What follows belongs to an exercise in optimizing a design on an open flow for small area, a short achievable clock period and few clock cycles; a production flow would make more cautious choices. In this exercise RTL edits were held to simulation tests only and were not proved equivalent to the original.

build 83:
==> flow/design.v <==
package md_pkg;
   typedef enum logic [1:0] {
      MD_MULT  = 2'b00,
      MD_MULTU = 2'b01,
      MD_DIV   = 2'b10,
      MD_DIVU  = 2'b11
   } md_op_e;
endpackage
module md_div_step (
   input  logic [33:0] x_i,
   input  logic [31:0] b_i,
   input  logic        sgn_i,
   input  logic [3:0]  one_i,
   input  logic [3:0]  two_i,
   input  logic [3:0]  neg_i,
   input  logic        top1_i,
   input  logic        cin_i,
   output logic [41:0] sum_o
);
   localparam int W = 42;
   logic [32:0]  bx;
   logic [W-1:0] r0, r1, r2, r3, r4, r5;
   logic [W-1:0] s1a, c1a, s1b, c1b, s2, c2, s3, c3;
   logic [34:0]  pp [4];
   function automatic logic [W-1:0] maj(input logic [W-1:0] a, b, c);
      maj = (a & b) | (a & c) | (b & c);
   endfunction
   always_comb begin
      bx = {sgn_i & b_i[31], b_i};
      for (int i = 0; i < 4; i++)
         pp[i] = (({35{one_i[i]}} & {{2{bx[32]}}, bx}) | ({35{two_i[i]}} & {bx[32], bx, 1'b0}))
                 ^ {35{neg_i[i]}};
      r0 = '0;
      r0[32:0] = x_i[32:0];
      r0[33]   = x_i[33];
      r0[34]   = ~x_i[33];
      r0[35]   = 1'b1;
      r0[37]   = 1'b1;
      r0[39]   = 1'b1;
      r0[41]   = 1'b1;
      r1 = '0;  r1[0 +: 35] = {~pp[0][34], pp[0][33:0]};
      r2 = '0;  r2[2 +: 35] = {~pp[1][34], pp[1][33:0]};  r2[0] = neg_i[0];
      r3 = '0;  r3[4 +: 35] = {~pp[2][34], pp[2][33:0]};  r3[2] = neg_i[1];
      r4 = '0;  r4[6 +: 35] = {~pp[3][34], pp[3][33:0]};  r4[4] = neg_i[2];
      r5 = '0;
      if (top1_i) r5[8 +: 33] = bx;
      r5[6] = neg_i[3];
      r5[0] = cin_i;
      s1a = r0 ^ r1 ^ r2;     c1a = maj(r0, r1, r2) << 1;
      s1b = r3 ^ r4 ^ r5;     c1b = maj(r3, r4, r5) << 1;
      s2  = s1a ^ c1a ^ s1b;  c2  = maj(s1a, c1a, s1b) << 1;
      s3  = s2 ^ c2 ^ c1b;    c3  = maj(s2, c2, c1b) << 1;
      sum_o = s3 + c3;
   end
endmodule
import md_pkg::*;
module md_ctrl (
   input  logic        clk,
   input  logic        rst_n,
   input  logic        md_start,
   input  logic [1:0]  md_op,
   input  logic [31:0] md_a,
   input  logic [31:0] md_b,
   input  logic        md_flush,
   input  logic        md_rd_hi,
   input  logic        md_rd_lo,
   input  logic        md_wr_hi,
   input  logic        md_wr_lo,
   output logic        md_stall,
   output logic        md_busy,
   output logic        md_done,
   output logic [31:0] hi,
   output logic [31:0] lo
);
   logic        busy_q, done_q;
   logic        st_mul_q, st_nega_q, st_prep_q, st_div_q, st_corr_q, st_fixq_q, st_fixr_q;
   logic [4:0]  cnt_q;
   logic        sgn_q, sa_q, sb_q, hx_q;
   logic [3:0]  one_q, two_q, neg_q;
   logic        top1_q;
   logic [31:0] hi_q, lo_q, b_q;
   logic        accept, signed_op;
   assign accept    = !busy_q && md_start && !md_flush;
   assign signed_op = !md_op[0];
   function automatic logic [11:0] booth8(input logic [7:0] y8, input logic ym1);
      logic [8:0] y;
      y = {y8, ym1};
      for (int i = 0; i < 4; i++) begin
         booth8[i]     = y[2*i] ^ y[2*i+1];
         booth8[4 + i] = (y[2*i+2] & ~y[2*i+1] & ~y[2*i]) | (~y[2*i+2] & y[2*i+1] & y[2*i]);
         booth8[8 + i] = y[2*i+2] & ~(y[2*i+1] & y[2*i]);
      end
   endfunction
   function automatic logic [5:0] lzc32(input logic [31:0] x);
      lzc32 = 6'd32;
      for (int i = 0; i < 32; i++) if (x[i]) lzc32 = 31 - i;
   endfunction
   logic [33:0] dp_x;
   logic        dp_cin;
   logic [41:0] dp_sum;
   logic        last;
   assign last   = (cnt_q == 5'd0);
   assign dp_cin = st_nega_q | st_fixq_q | st_fixr_q;
   logic        xs_a_q, xs_c_q;
   always_comb begin
      if (xs_a_q)        dp_x = {hx_q, hx_q, hi_q};
      else if (xs_c_q)   dp_x = {2'b11, ~lo_q};
      else if (st_div_q) dp_x = {hx_q, hi_q, lo_q[31]};
      else               dp_x = {~hx_q, ~hx_q, ~hi_q};
   end
   md_div_step u_step (
      .x_i    (dp_x),
      .b_i    (b_q),
      .sgn_i  (sgn_q),
      .one_i  (one_q),
      .two_i  (two_q),
      .neg_i  (neg_q),
      .top1_i (top1_q),
      .cin_i  (dp_cin),
      .sum_o  (dp_sum)
   );
   logic q;
   assign q = !dp_sum[41];
   logic [5:0]  lza, lzb, lza_q, lzb_q;
   logic [6:0]  sdiff;
   logic [5:0]  s;                   
   logic [5:0]  t;
   logic [31:0] rot, mask;
   logic        dvz, qneg;
   assign lza   = (signed_op && md_a[31]) ? lzc32(~md_a) - 6'd1 : lzc32(md_a);
   assign lzb   = lzc32((signed_op && md_b[31]) ? ~md_b : md_b);
   assign sdiff = {1'b0, lzb_q} - {1'b0, lza_q} + 7'd1;
   always_comb begin
      if (lzb_q == 6'd32)                 s = 6'd32;
      else if (sdiff[6] || sdiff == 7'd0) s = 6'd0;
      else                                s = sdiff[5:0];
   end
   assign t     = 6'd32 - s;
   assign dvz   = (b_q == 32'd0);
   assign qneg  = (sa_q ^ sb_q) && !dvz;
   always_comb begin
      rot = lo_q;
      for (int k = 0; k < 5; k++)
         if (t[k]) rot = (rot << (1 << k)) | (rot >> (32 - (1 << k)));
   end
   assign mask = t[5] ? 32'd0 : (32'hFFFF_FFFF << t[4:0]);
   always_ff @(posedge clk or negedge rst_n) begin
      if (!rst_n) begin
         xs_a_q <= 1'b0;
         xs_c_q <= 1'b0;
      end else begin
         xs_a_q <= (!busy_q && accept && !md_op[1])
                 | (st_mul_q && !last)
                 | (st_div_q && last && !q && !sa_q);
         xs_c_q <= (!busy_q && accept && md_op[1] && signed_op && md_a[31])
                 | (st_div_q && last && (q || sa_q) && qneg)
                 | (st_corr_q && qneg);
      end
   end
   always_ff @(posedge clk or negedge rst_n) begin
      if (!rst_n) begin
         busy_q    <= 1'b0;
         done_q    <= 1'b0;
         st_mul_q  <= 1'b0;
         st_nega_q <= 1'b0;
         st_prep_q <= 1'b0;
         st_div_q  <= 1'b0;
         st_corr_q <= 1'b0;
         st_fixq_q <= 1'b0;
         st_fixr_q <= 1'b0;
         cnt_q     <= 5'd0;
         hi_q      <= 32'd0;
         lo_q      <= 32'd0;
      end else begin
         done_q <= 1'b0;
         if (!busy_q) begin
            if (accept) begin
               busy_q    <= 1'b1;
               st_mul_q  <= !md_op[1];
               st_nega_q <= md_op[1] && signed_op && md_a[31];
               st_prep_q <= md_op[1] && !(signed_op && md_a[31]);
               cnt_q     <= 5'd3;
               hi_q      <= 32'd0;
               lo_q      <= md_a;
            end else if (!md_flush && !md_start) begin
               if (md_wr_hi) hi_q <= md_a;
               if (md_wr_lo) lo_q <= md_a;
            end
         end else if (st_mul_q) begin
            hi_q  <= dp_sum[39:8];
            lo_q  <= {dp_sum[7:0], lo_q[31:8]};
            cnt_q <= cnt_q - 5'd1;
            if (last) begin
               st_mul_q <= 1'b0;
               busy_q   <= 1'b0;
               done_q   <= 1'b1;
            end
         end else if (st_nega_q) begin
            lo_q      <= dp_sum[31:0];
            st_nega_q <= 1'b0;
            st_prep_q <= 1'b1;
         end else if (st_prep_q) begin
            st_prep_q <= 1'b0;
            hi_q      <= rot & ~mask;
            lo_q      <= rot & mask;
            cnt_q     <= ~t[4:0];
            if (!t[5]) begin
               st_div_q <= 1'b1;
            end else if (sa_q) begin
               st_fixr_q <= 1'b1;
            end else begin
               busy_q <= 1'b0;
               done_q <= 1'b1;
            end
         end else if (st_div_q) begin
            hi_q  <= dp_sum[31:0];
            lo_q  <= {lo_q[30:0], q};
            cnt_q <= cnt_q - 5'd1;
            if (last) begin
               st_div_q <= 1'b0;
               if (!q && !sa_q) begin
                  st_corr_q <= 1'b1;
               end else if (qneg) begin
                  st_fixq_q <= 1'b1;
               end else if (sa_q) begin
                  st_fixr_q <= 1'b1;
               end else begin
                  busy_q <= 1'b0;
                  done_q <= 1'b1;
               end
            end
         end else if (st_corr_q) begin
            hi_q      <= dp_sum[31:0];
            st_corr_q <= 1'b0;
            if (qneg) begin
               st_fixq_q <= 1'b1;
            end else begin
               busy_q <= 1'b0;
               done_q <= 1'b1;
            end
         end else if (st_fixq_q) begin
            lo_q      <= dp_sum[31:0];
            st_fixq_q <= 1'b0;
            if (sa_q) begin
               st_fixr_q <= 1'b1;
            end else begin
               busy_q <= 1'b0;
               done_q <= 1'b1;
            end
         end else begin
            hi_q      <= dp_sum[31:0];
            st_fixr_q <= 1'b0;
            busy_q    <= 1'b0;
            done_q    <= 1'b1;
         end
      end
   end
   always_ff @(posedge clk) begin
      if (accept) begin
         b_q   <= md_b;
         lza_q <= lza;
         lzb_q <= lzb;
         sgn_q <= signed_op;
         sa_q  <= signed_op && md_a[31];
         sb_q  <= signed_op && md_b[31];
      end
      if (accept | st_prep_q)        hx_q <= 1'b0;
      else if (st_mul_q)             hx_q <= dp_sum[40];
      else if (st_div_q | st_corr_q) hx_q <= dp_sum[32];
      if (accept) begin
         {neg_q, two_q, one_q} <= md_op[1] ? 12'd0 : booth8(md_a[7:0], 1'b0);
         top1_q                <= 1'b0;
      end else if (st_mul_q) begin
         {neg_q, two_q, one_q} <= booth8(lo_q[15:8], lo_q[7]);
         top1_q                <= (cnt_q == 5'd1) && !sgn_q && lo_q[15];
      end else if (st_prep_q) begin
         {neg_q, two_q, one_q} <= !t[5] ? {3'd0, ~sb_q, 4'd0, 4'd1} : 12'd0;
         top1_q                <= 1'b0;
      end else if (st_div_q) begin
         {neg_q, two_q, one_q} <= '0;
         if (!last) begin
            one_q[0] <= 1'b1;
            neg_q[0] <= q ^ sb_q;
         end else if (!q && !sa_q) begin
            one_q[0] <= 1'b1;
            neg_q[0] <= sb_q;
         end else if (!qneg && !q) begin
            one_q[0] <= 1'b1;
            neg_q[0] <= ~sb_q;
         end
      end else if (st_corr_q) begin
         {neg_q, two_q, one_q} <= '0;
      end else if (st_fixq_q) begin
         {neg_q, two_q, one_q} <= '0;
         one_q[0] <= hx_q;
         neg_q[0] <= hx_q & ~sb_q;
      end
   end
   assign md_busy  = busy_q;
   assign md_done  = done_q;
   assign hi       = hi_q;
   assign lo       = lo_q;
   assign md_stall = busy_q && (md_start || md_rd_hi || md_rd_lo || md_wr_hi || md_wr_lo);
endmodule
clock: 12.0 ns
lec_check: 0
abc_area: 1
cap_margin: 20
core_margin: 2
core_utilization: 40
setup_slack_margin: 5
slew_margin: 20
standard.sh (not shown) runs the stock make flow with config.mk's settings and CLKGATE_MAP_FILE= SYNTH_SCRIPT=/design/flow/synth_recipe.tcl, a recipe that flattens the netlist after the stock synthesis.
==> flow/flow/run.sh <==
#!/bin/bash
set -euo pipefail
bash standard.sh SETUP_SLACK_MARGIN=6.2 "BUFFER_PORTS_ARGS=-buffer_cell sky130_fd_sc_hd__buf_1" finish > make_finish.log 2>&1
Build 83 went all the way through the flow, and no timing, DRC or antenna check failed.
Testbench counts of build 83, summed over its fixed seeds: cycles 28,931.
Modified inputs, trial 16 compared to build 83
--- a/flow/design.v
+++ b/flow/design.v
@@ -129,8 +129,10 @@
    logic        dvz, qneg;
    assign lza   = (signed_op && md_a[31]) ? lzc32(~md_a) - 6'd1 : lzc32(md_a);
    assign lzb   = lzc32((signed_op && md_b[31]) ? ~md_b : md_b);
    assign sdiff = {1'b0, lzb_q} - {1'b0, lza_q} + 7'd1;
+   logic        div_zero;
+   assign div_zero = md_op[1] && (lzb < lza);
    always_comb begin
       if (lzb_q == 6'd32)                 s = 6'd32;
       else if (sdiff[6] || sdiff == 7'd0) s = 6'd0;
       else                                s = sdiff[5:0];
@@ -148,12 +150,12 @@
       if (!rst_n) begin
          xs_a_q <= 1'b0;
          xs_c_q <= 1'b0;
       end else begin
-         xs_a_q <= (!busy_q && accept && !md_op[1])
+         xs_a_q <= (!busy_q && accept && !div_zero && !md_op[1])
                  | (st_mul_q && !last)
                  | (st_div_q && last && !q && !sa_q);
-         xs_c_q <= (!busy_q && accept && md_op[1] && signed_op && md_a[31])
+         xs_c_q <= (!busy_q && accept && !div_zero && md_op[1] && signed_op && md_a[31])
                  | (st_div_q && last && (q || sa_q) && qneg)
                  | (st_corr_q && qneg);
       end
    end
@@ -173,9 +175,13 @@
          lo_q      <= 32'd0;
       end else begin
          done_q <= 1'b0;
          if (!busy_q) begin
-            if (accept) begin
+            if (accept && div_zero) begin
+               done_q    <= 1'b1;
+               hi_q      <= md_a;
+               lo_q      <= 32'd0;
+            end else if (accept) begin
                busy_q    <= 1'b1;
                st_mul_q  <= !md_op[1];
                st_nega_q <= md_op[1] && signed_op && md_a[31];
                st_prep_q <= md_op[1] && !(signed_op && md_a[31]);
==> results.txt <==
- Re synthesized cell count: build 83 and trial 16 aren't equal, and the higher value belongs to build 83.
- NOTE: number of cell rows in trial 16 falls short of that of build 83
- Against build 83, trial 16 comes in 2.9 points lower on multi-input combinational area share.
- Build 83 -> trial 16: total number of sequential cells delta 0, exact match
- Trial 16 has highest cell delay on the worst timing path below what build 83 had.
- Comparing build 83 and trial 16, the higher flip-flop and latch share of the layout cell area is on build 83.
- Against build 83, trial 16 comes in 33% higher on non-clock buffer count.
- Delta(first-iteration DRC count, trial 16 - build 83) > 0
- Between build 83 and trial 16, the final cell area excluding filler cells is lower for build 83.
- End point of the critical path = lo_q[29]$_DFFE_PN0P_: trial 16; end point of the critical path = hi_q[13]$_DFFE_PN0P_: build 83
- Comparing build 83 and trial 16, the lower total wirelength of the detailed-routed design was measured on build 83.
Testbench counts of trial 16, summed over its fixed seeds: cycles 28,761.

==> what the ideal ports hide <==
No port has a modelled driver above. Below, the same layouts with a new extraction and two added sets of constraints. Step 1 sets driving cells, clkbuf_16 on the clock port and buf_2 on the other inputs (assumed; they add their load-dependent delay and slew). Step 2 also shifts input and output timing later by t, the mid clock arrival at the registers, as if the neighbouring blocks saw the same clock. a / b / c = ideal / step 1 / step 2; a / b = the first two.
| run | shift t [ns] | slack for setup (ns) | cell pins on the clock port's net |
|---|---|---|---|
| build 83 | 0.552 | 6.316 / 6.316 / 5.957 | 1 |
| trial 16 | 0.557 | 6.163 / 6.163 / 5.772 | 1 |
After both steps every run listed still meets setup and hold. For trial 16, which loses most, drivers alone change the setup slack by 0.000 ns; drivers and shift together by -0.391 ns.
